Source: an optimization exercise on an open RTL-to-GDS flow (aim: a short achievable clock period and few clock cycles per item). Production flows keep margins and buffers that such runs may drop. Function was checked by simulation only, so behaviour that the tests miss may differ from the original. Power figures rest on the tool's default switching activity, not on a simulated workload.

### flow/constraint.sdc
create_clock -name core_clock -period 10.5 [get_ports {CLK}]
set_input_delay 2.1000 -clock core_clock [delete_from_list [all_inputs] [get_ports {CLK}]]
set_output_delay 2.1000 -clock core_clock [all_outputs]
set_load 0.01 [all_outputs]
### flow/run.sh
#!/bin/bash
# synth_recipe.tcl (not shown) runs the flow's synth.tcl, then flattens the netlist and writes it again
# the make line also repeats each setting of config.mk as NAME=value (left out here)
make -C /OpenROAD-flow-scripts/flow DESIGN_CONFIG=/design/flow/config.mk WORK_HOME=/design/flow/orfs CLKGATE_MAP_FILE= SYNTH_SCRIPT=/design/flow/synth_recipe.tcl finish
### flow/design.v
`timescale 1ns/100ps
package dcache_pkg;
   localparam int WORD_W     = 32;
   localparam int SETS       = 8;
   localparam int WAYS       = 2;
   localparam int BLK_WORDS  = 2;
   localparam int BYTE_OFF_W = 2;
   localparam int IDX_W      = $clog2(SETS);
   localparam int TAG_W      = WORD_W - IDX_W - $clog2(BLK_WORDS) - BYTE_OFF_W;
   typedef logic [WORD_W-1:0] word_t;
   typedef logic [TAG_W-1:0]  tag_t;
   typedef logic [IDX_W-1:0]  idx_t;
   localparam word_t HIT_COUNT_ADDR = 32'h3100;
   typedef enum logic [3:0]
   {
      IDLE,
      WB1,      
      WB2,      
      FILL1,    
      FILL2,    
      FLUSH1,
      FLUSH2,
      COUNT,    
      DONE
   } dstate_t;
endpackage
`timescale 1ns/100ps
module dcache_tags (
   input  logic             CLK,
   input  logic             nRST,
   input  dcache_pkg::idx_t look_idx,
   input  dcache_pkg::tag_t look_tag,
   input  logic             upd_way,
   input  logic             fill_en,
   input  logic             dirty_en,
   input  logic             touch_en,
   input  logic             inval_en,
   output logic             hit,
   output logic             hit_way,
   output logic             victim_way,
   output logic             victim_valid,
   output logic             victim_dirty,
   output dcache_pkg::tag_t victim_tag
);
   dcache_pkg::tag_t                       tags [dcache_pkg::SETS][dcache_pkg::WAYS];
   logic [dcache_pkg::SETS-1:0][dcache_pkg::WAYS-1:0]  valid;
   logic [dcache_pkg::SETS-1:0][dcache_pkg::WAYS-1:0]  dirty;
   logic [dcache_pkg::SETS-1:0]            lru;       
   logic                       match0;
   logic                       match1;
   always_comb
   begin
      match0 = valid[look_idx][0] && (tags[look_idx][0] == look_tag);
      match1 = valid[look_idx][1] && (tags[look_idx][1] == look_tag);
      hit     = match0 | match1;
      hit_way = match1;
      if (!valid[look_idx][0])
      begin
         victim_way = 1'b0;
      end
      else if (!valid[look_idx][1])
      begin
         victim_way = 1'b1;
      end
      else
      begin
         victim_way = lru[look_idx];
      end
      victim_valid = valid[look_idx][upd_way];
      victim_dirty = valid[look_idx][upd_way] & dirty[look_idx][upd_way];
      victim_tag   = tags[look_idx][upd_way];
   end
   always_ff @(posedge CLK, negedge nRST)
   begin
      if (!nRST)
      begin
         valid <= '0;
         dirty <= '0;
         lru   <= '0;
      end
      else
      begin
         if (fill_en)
         begin
            valid[look_idx][upd_way] <= 1'b1;
            dirty[look_idx][upd_way] <= 1'b0;
         end
         if (dirty_en)
         begin
            dirty[look_idx][upd_way] <= 1'b1;    
         end
         if (inval_en)
         begin
            valid[look_idx][upd_way] <= 1'b0;
            dirty[look_idx][upd_way] <= 1'b0;
         end
         if (touch_en)
         begin
            lru[look_idx] <= ~upd_way;
         end
      end
   end
   always_ff @(posedge CLK)
   begin
      if (fill_en)
      begin
         tags[look_idx][upd_way] <= look_tag;
      end
   end
endmodule
`timescale 1ns/100ps
module dcache_data (
   input  logic              CLK,
   input  dcache_pkg::idx_t  idx,
   input  logic              way,
   input  logic              off,
   input  logic              wr_en,
   input  dcache_pkg::word_t wr_data,
   output dcache_pkg::word_t rd_data
);
   dcache_pkg::word_t mem [dcache_pkg::SETS][dcache_pkg::WAYS][dcache_pkg::BLK_WORDS];
   always_comb
   begin
      rd_data = mem[idx][way][off];
   end
   always_ff @(posedge CLK)
   begin
      if (wr_en)
      begin
         mem[idx][way][off] <= wr_data;
      end
   end
endmodule
`timescale 1ns/100ps
module dcache_ctrl (
   input  logic              CLK,
   input  logic              nRST,
   input  logic              dmem_ren,
   input  logic              dmem_wen,
   input  logic              halt,
   input  dcache_pkg::word_t dmem_addr,
   input  dcache_pkg::word_t dmem_store,
   input  logic              mem_wait,
   input  dcache_pkg::word_t mem_load,
   input  logic              hit,
   input  logic              hit_way,
   input  logic              victim_way,
   input  logic              victim_valid,
   input  logic              victim_dirty,
   input  dcache_pkg::tag_t  victim_tag,
   input  dcache_pkg::word_t rd_data,
   output logic              dhit,
   output logic              flushed,
   output dcache_pkg::word_t dmem_load,
   output logic              mem_ren,
   output logic              mem_wen,
   output dcache_pkg::word_t mem_addr,
   output dcache_pkg::word_t mem_store,
   output dcache_pkg::idx_t  look_idx,
   output dcache_pkg::tag_t  look_tag,
   output logic              upd_way,
   output logic              fill_en,
   output logic              dirty_en,
   output logic              touch_en,
   output logic              inval_en,
   output dcache_pkg::idx_t  idx,
   output logic              way,
   output logic              off,
   output logic              wr_en,
   output dcache_pkg::word_t wr_data
);
   localparam logic [dcache_pkg::BYTE_OFF_W-1:0] NO_BYTE = '0;
   dcache_pkg::dstate_t state;
   dcache_pkg::dstate_t next_state;
   logic    sel_way;
   logic    next_sel_way;
   dcache_pkg::idx_t    fl_idx;
   logic    fl_way;
   logic    fl_last;
   logic    fl_step;
   dcache_pkg::word_t   hit_cnt;
   logic    cnt_en;
   dcache_pkg::tag_t    req_tag;
   dcache_pkg::idx_t    req_idx;
   logic    req_off;
   assign req_tag = dmem_addr[dcache_pkg::WORD_W-1 -: dcache_pkg::TAG_W];
   assign req_idx = dmem_addr[dcache_pkg::BYTE_OFF_W+1 +: dcache_pkg::IDX_W];
   assign req_off = dmem_addr[dcache_pkg::BYTE_OFF_W];
   assign fl_last = (fl_idx == dcache_pkg::idx_t'(dcache_pkg::SETS-1)) && fl_way;
   always_ff @(posedge CLK, negedge nRST)
   begin
      if (!nRST)
      begin
         state   <= dcache_pkg::IDLE;
         sel_way <= 1'b0;
         fl_idx  <= '0;
         fl_way  <= 1'b0;
         hit_cnt <= '0;
      end
      else
      begin
         state   <= next_state;
         sel_way <= next_sel_way;
         if (fl_step)
         begin
            {fl_idx, fl_way} <= {fl_idx, fl_way} + 1'b1;    
         end
         if (cnt_en)
         begin
            hit_cnt <= hit_cnt + 32'd1;
         end
      end
   end
   always_comb
   begin
      next_state   = state;
      next_sel_way = sel_way;
      fl_step      = 1'b0;
      cnt_en       = 1'b0;
      dhit         = 1'b0;
      flushed      = 1'b0;
      dmem_load    = '0;
      mem_ren      = 1'b0;
      mem_wen      = 1'b0;
      mem_addr     = '0;
      mem_store    = '0;
      look_idx     = req_idx;
      look_tag     = req_tag;
      upd_way      = sel_way;
      fill_en      = 1'b0;
      dirty_en     = 1'b0;
      touch_en     = 1'b0;
      inval_en     = 1'b0;
      idx          = req_idx;
      way          = sel_way;
      off          = req_off;
      wr_en        = 1'b0;
      wr_data      = dmem_store;
      case (state)
         dcache_pkg::IDLE:
         begin
            if (halt)
            begin
               next_state = dcache_pkg::FLUSH1;
            end
            else if (dmem_ren || dmem_wen)
            begin
               if (hit)
               begin
                  dhit     = 1'b1;
                  cnt_en   = 1'b1;
                  touch_en = 1'b1;
                  upd_way  = hit_way;
                  way      = hit_way;
                  if (dmem_wen)
                  begin
                     wr_en    = 1'b1;
                     dirty_en = 1'b1;
                  end
                  else
                  begin
                     dmem_load = rd_data;
                  end
               end
               else
               begin
                  upd_way      = victim_way;    
                  next_sel_way = victim_way;
                  next_state   = victim_dirty ? dcache_pkg::WB1 : dcache_pkg::FILL1;
               end
            end
            else
            begin
               dhit = 1'b1;
            end
         end
         dcache_pkg::WB1, dcache_pkg::WB2:
         begin
            off       = (state == dcache_pkg::WB2);
            mem_wen   = 1'b1;
            mem_addr  = {victim_tag, req_idx, off, NO_BYTE};
            mem_store = rd_data;
            if (!mem_wait)
            begin
               next_state = (state == dcache_pkg::WB1) ? dcache_pkg::WB2 : dcache_pkg::FILL1;
            end
         end
         dcache_pkg::FILL1:
         begin
            off      = ~req_off;    
            mem_ren  = 1'b1;
            mem_addr = {req_tag, req_idx, ~req_off, NO_BYTE};
            wr_data  = mem_load;
            wr_en    = !mem_wait;
            if (!mem_wait)
            begin
               next_state = dcache_pkg::FILL2;
            end
         end
         dcache_pkg::FILL2:
         begin
            mem_ren  = 1'b1;
            mem_addr = {req_tag, req_idx, req_off, NO_BYTE};
            wr_data  = dmem_wen ? dmem_store : mem_load;    
            wr_en    = !mem_wait;
            if (!dmem_wen)
            begin
               dmem_load = mem_load;
            end
            if (!mem_wait)
            begin
               dhit       = 1'b1;
               fill_en    = 1'b1;
               touch_en   = 1'b1;
               dirty_en   = dmem_wen;
               next_state = dcache_pkg::IDLE;
            end
         end
         dcache_pkg::FLUSH1, dcache_pkg::FLUSH2:
         begin
            look_idx = fl_idx;
            upd_way  = fl_way;
            idx      = fl_idx;
            way      = fl_way;
            off      = (state == dcache_pkg::FLUSH2);
            if (victim_dirty)
            begin
               mem_wen   = 1'b1;
               mem_addr  = {victim_tag, fl_idx, off, NO_BYTE};
               mem_store = rd_data;
            end
            if (!victim_dirty)
            begin
               inval_en   = victim_valid;    
               fl_step    = 1'b1;
               next_state = fl_last ? dcache_pkg::COUNT : dcache_pkg::FLUSH1;
            end
            else if (!mem_wait && state == dcache_pkg::FLUSH1)
            begin
               next_state = dcache_pkg::FLUSH2;
            end
            else if (!mem_wait)
            begin
               inval_en   = 1'b1;
               fl_step    = 1'b1;
               next_state = fl_last ? dcache_pkg::COUNT : dcache_pkg::FLUSH1;
            end
         end
         dcache_pkg::COUNT:
         begin
            mem_wen   = 1'b1;
            mem_addr  = dcache_pkg::HIT_COUNT_ADDR;
            mem_store = hit_cnt;
            if (!mem_wait)
            begin
               next_state = dcache_pkg::DONE;
            end
         end
         dcache_pkg::DONE:
         begin
            dhit    = 1'b1;
            flushed = 1'b1;
         end
         default:
         begin
            next_state = dcache_pkg::IDLE;
         end
      endcase
   end
endmodule
`timescale 1ns/100ps
module dcache (
   input  logic              CLK,
   input  logic              nRST,
   input  logic              dmem_ren,
   input  logic              dmem_wen,
   input  logic              halt,
   input  dcache_pkg::word_t dmem_addr,
   input  dcache_pkg::word_t dmem_store,
   input  logic              mem_wait,
   input  dcache_pkg::word_t mem_load,
   output logic              dhit,
   output logic              flushed,
   output logic              mem_ren,
   output logic              mem_wen,
   output dcache_pkg::word_t dmem_load,
   output dcache_pkg::word_t mem_addr,
   output dcache_pkg::word_t mem_store
);
   dcache_pkg::idx_t  look_idx;
   dcache_pkg::tag_t  look_tag;
   logic  upd_way;
   logic  fill_en;
   logic  dirty_en;
   logic  touch_en;
   logic  inval_en;
   logic  hit;
   logic  hit_way;
   logic  victim_way;
   logic  victim_valid;
   logic  victim_dirty;
   dcache_pkg::tag_t  victim_tag;
   dcache_pkg::idx_t  idx;
   logic  way;
   logic  off;
   logic  wr_en;
   dcache_pkg::word_t wr_data;
   dcache_pkg::word_t rd_data;
   dcache_tags u_tags (
      .CLK, .nRST,
      .look_idx, .look_tag, .upd_way,
      .fill_en, .dirty_en, .touch_en, .inval_en,
      .hit, .hit_way, .victim_way, .victim_valid, .victim_dirty, .victim_tag
   );
   dcache_data u_data (
      .CLK,
      .idx, .way, .off, .wr_en, .wr_data,
      .rd_data
   );
   dcache_ctrl u_ctrl (
      .CLK, .nRST,
      .dmem_ren, .dmem_wen, .halt, .dmem_addr, .dmem_store,
      .mem_wait, .mem_load,
      .hit, .hit_way, .victim_way, .victim_valid, .victim_dirty, .victim_tag,
      .rd_data,
      .dhit, .flushed, .dmem_load,
      .mem_ren, .mem_wen, .mem_addr, .mem_store,
      .look_idx, .look_tag, .upd_way,
      .fill_en, .dirty_en, .touch_en, .inval_en,
      .idx, .way, .off, .wr_en, .wr_data
   );
endmodule
### flow/config.mk
export PLATFORM = sky130hd
export DESIGN_NAME = dcache
export DESIGN_NICKNAME = dcache
export VERILOG_FILES = /design/flow/design.v
export SDC_FILE = /design/flow/constraint.sdc
export NUM_CORES = 4
export LEC_CHECK = 0
export CAP_MARGIN = 20
export CORE_MARGIN = 2
export CORE_UTILIZATION = 40
export SLEW_MARGIN = 20
==> run notes <==
- The data required time at the worst endpoint is about 8400 ps.
- The largest incremental delay on the critical path is approximately 600 ps.
- The routed layout has between 40000 and 50000 vias.
- In this run the cell area of the synthesized design comes to around 0.070 mm².
- Once layout is complete, the utilization of the core stands at a little under half.
- The global placement routability congestion is just over 0.9.
- The number of endpoints failing setup at the final stage is 0.
- The share of async-settable or async-resettable flops after synthesis is 5.33%.
- The post-synthesis register bit count is around 1500.
- The clock tree synthesis step divided the H-tree into 4 levels.
- The clock sink count is between 1500 and 2000.
- Once detailed placement completed, the half-perimeter wirelength came to about 130 mm.
- The number of buffers inserted by port buffering is 197.
- The library cell with the largest summed area after synthesis is edfxtp_1.
- The main flop type after synthesis is edfxtp_1.
- For this configuration, the core starts out at a cell density of between 40% and 50%.
- The clock latency on the worst-skew pair is around 840 ps.
- IR analysis of the VDD net gives a maximum drop of 321 µV.
- The clock transition at the registers of the reported paths is about 60 ps.
- The number of non-filler instances in the completed layout is approximately 7600.
- The kind of cell with the highest combined delay along the critical path is buffers and inverters.
- The number of design-rule violations left by the first detailed-router iteration is approximately 5900.
- Entering global routing, the biggest net connects about 90 pins.
- The die footprint is around 0.18 mm².
- The number of hold buffers added after CTS was 0.
- The per-cell via count in the routed design is 6.01.
- STA classifies the critical path startpoint as an input pin.
- The maximum fanout along the worst path is 16.
- The I/O pin total is ~200.
- TritonCTS built the clock tree.
- The number of search-and-repair iterations in the first detailed-routing pass is 6.
- In the final routed layout, each cell accounts on average for ~30 µm.
- The die is around 420 µm wide.
- Of the post-synthesis cell area, the dominant cell type holds between 60 and 70%.
- The transition time of the tightest slew-check pin is 1150 ps.
- After technology mapping, the gate count stands at 4772.
- Counting instances in the post-synthesis netlist gives the leading cell types as edfxtp_1 (1440), mux2i_1 (1037), nand2_1 (254), nand3_1 (185), clkbuf_1 (182).
- The signal on the critical path passes through dlygate4sd2_1 -> buf_4 -> nor2_1 -> o21ai_2 -> and2_2 -> buf_4 -> a211oi_1 -> a2111oi_0 -> buf_4 -> xnor2_1 -> nand4_1 -> or4_4 -> a21oi_1 -> a32oi_4 -> buf_12 -> buf_12 -> buf_12 -> buf_4 -> mux2i_1 -> o22ai_1 -> nor4_1 -> buf_4 -> a22o_1 -> clkdlybuf4s50_1.
- Once detail routing completed, the nets flagged for antenna violations numbered 0.
- From synthesis to final layout, the design area changed by 17.3%.
- The routed design has about 220 mm of wire.
- The total power draw is 25.4 mW.
- The type of destination of the critical path is an output pin.
- The count of flip-flops with a built-in enable after synthesis is 1440.
- Including well taps, the total number of placed cells is between 7000 and 8000.
- Between clock sinks in the finished design, the worst skew comes to around 83 ps.
- The total count of max-transition violations in the final report was 0.
- The worst pin sits at a relative slew slack of approximately a quarter.
- The cell area power density is a little over 300 mW/mm².
- In this run the standard cell core region covers between 0.15 and 0.2 mm².
- The slowest stage of the critical path is the or4_4 cell.
- Together, buffers and inverters on the worst path number 10.
- The setup path with the least slack is of type in -> out.
- For this run, the top clock speed supported by timing is just under 0.1 GHz.
- The leakage power is just under 30 nW.
- By area the synthesized netlist is led by edfxtp_1 (62%), mux2i_1 (15%), dfrtp_1 (2.9%).
- Sequential elements use 64.9% of the synthesized area.
- The mean area per synthesized cell is 14.6 µm².
- After global routing the overflow that remains totals 0.
- The first global-routing pass estimated 317 mm of wire.
- The y dimension of the die is between 400 and 500 µm.
- The most used cell along the critical path is buf_4.
- By instance count, the leading cell after synthesis is edfxtp_1.
- CTS placed an instance of clkbuf_16 at the clock tree root.
- The overall global routing resource usage is 24.4%.
- The number of global-route vias before repair is approximately 44000.
- The path class of the tightest hold or removal check is reg -> reg.
- The data arrival time of the worst path is ~8200 ps.
- Hold is met by between 400 and 500 ps.
- The initial antenna violation count is 8.
- The number of distinct library cell variants in the gate-level netlist after synthesis is 96.
- The run finished with no timing, DRC or antenna violations.
- The number of nets in the final layout is 5235.
- The Yosys step of the flow raised 3 warnings.
- The worst path needs just over 10000 ps of the cycle, external delays included.
- Setup repair after global routing left no endpoint under its margin.
- The number of maximum-capacitance constraint violations is 0.
- The post-route netlist has about 15% of its cells at a drive strength greater than 1.
- For this run, design rule violations remaining after detail routing come to 0.
- No sink is reached through more buffers than the 3 on the longest clock path.
- Counting the buffers created by CTS gives roughly 160.
- The period utilization is just under 100%.
- The final hold violation count is 0.
- The number of rows created at floorplan is around 150.
==> cell type report <==
type                    count  area (µm²)
fillers                 15100       91800
multi-input cells        2868       23300
diodes                      8        20.0
clock inverters            82         820
flip-flops and latches   1521       45300
well taps                2325        2910
repair buffers            526        5050
inverters                  42         164
clock buffers             211        4290
==> path summary, 6_finish.rpt <==
path                                                   from  depth (start not counted)                             end  slack, ps
max in group asynchronous                              nRST                          2      u_tags.valid[11]$_DFF_PN0_       8030
min in group asynchronous                              nRST                          1  u_ctrl.hit_cnt[31]$_DFFE_PN0P_       1290
worst min register to register    u_tags.lru[2]$_DFFE_PN0P_                          2       u_tags.lru[2]$_DFFE_PN0P_        490
worst min-delay path              u_tags.lru[2]$_DFFE_PN0P_                          2       u_tags.lru[2]$_DFFE_PN0P_        490
worst max-delay path                           dmem_addr[4]                         24                   mem_store[29]        170
worst max register to register  u_ctrl.state[1]$_DFFE_PN0P_                         19      u_data.mem[2][2]$_DFFE_PP_       2600
==> logic make-up (layout without fill, tap and decap cells) <==
logic type      count (synthesis)  in the layout  share of synthesized area [%]
other cells                     1             10                        0.00537
compound gates                778            778                           7.85
mux                          1151           1151                           17.5
simple gates                  850            850                           6.11
fa+ha+maj                      11             11                          0.197
buf+inv                       384            861                           2.51
flops                        1521           1521                           64.9
xor+xnor                       76             76                          0.954
==> flip-flops by register name, summed over array words and instances, names as in the netlist <==
signal,count
u_tags.lru,8
u_ctrl.fl_idx,3
u_data.mem,1024
u_tags.dirty,16
u_ctrl.fl_way,1
u_tags.valid,16
u_ctrl.hit_cnt,32
u_ctrl.state,4
u_tags.tags,416
u_ctrl.sel_way,1
==> tightest hold or removal path, stage by stage (launching register included) <==
cell,delay (ps)
dfrtp_1,340
nand2_1,50
o21ai_0,70
==> per-layer routing <==
metal | global-route usage [%] | routed length, µm
met1 | 33.6 | 93200
met2 | 38.9 | 105000
met3 | 4.29 | 18300
met4 | 8.77 | 7520
met5 | 0 | 0
==> per-stage QoR <==
step / setup TNS [ps] / area [µm²] / setup WS [ps]
final: 0 / 81900 / 166
after global routing: 0 / 81800 / 22.7
after CTS: 0 / 81800 / 249
after detailed placement: -3290 / 76700 / -297
after global placement: -4620 / 76700 / -348
after floorplan: 0 / 69800 / 1870
==> placed cells by master, fill, tap and decap left out, types with 48 or more instances in the layout <==
master	n
a211oi_1	76
a21oi_1	111
a22o_1	69
a22oi_1	66
and3_1	75
buf_12	48
buf_4	280
clkbuf_16	163
clkdlybuf4s50_1	193
dfrtp_1	80
edfxtp_1	1440
mux2_2	64
mux2i_1	1037
mux4_2	48
nand2_1	251
nand3_1	185
nor2_1	62
nor2_4	52
nor4_1	63
o21ai_0	122
o22ai_1	171
==> report_power, final <==
part           switching, mW  leakage, nW  internal [mW]
registers              0.154         13.9           7.18
clock network           2.47         2.46           3.07
logic                   7.44         13.0           5.07
==> what timing repair did <==
item,4_1_cts,5_1_grt
gates resized for setup,11,4
buffers inserted,0,0
setup endpoints to repair,56,24
pin swaps,1,0
cloned,0,0
Testbench counts, summed over its fixed seeds: cycles 104,015, requests 24,000.

what the ideal ports hide:
The flow's constraints put no driver on any port. The routed layout listed below was extracted and timed again, unchanged, in two steps. Step 1 (the two cells are an assumption about what drives the block):
set clk [get_ports {CLK}]
set_driving_cell -lib_cell sky130_fd_sc_hd__clkbuf_16 $clk
set_driving_cell -lib_cell sky130_fd_sc_hd__buf_2 [delete_from_list [all_inputs] $clk]
Step 2 times the ports against the registers' clock, not the clock port: input delays grow and output delays shrink by t, the midpoint of the rising clock arrivals with the driver on. Slacks: no drivers / after step 1 / after step 2; pairs: no drivers / after step 1.
shift t [ns]: 0.894
setup WS [ns]: 0.166 / 0.131 / 0.131
hold WS [ns]: 0.488 / 0.488 / 0.488
After both steps setup and hold are still met in this run. For this run, drivers alone change the setup slack by -0.035 ns; drivers and shift together by -0.035 ns.
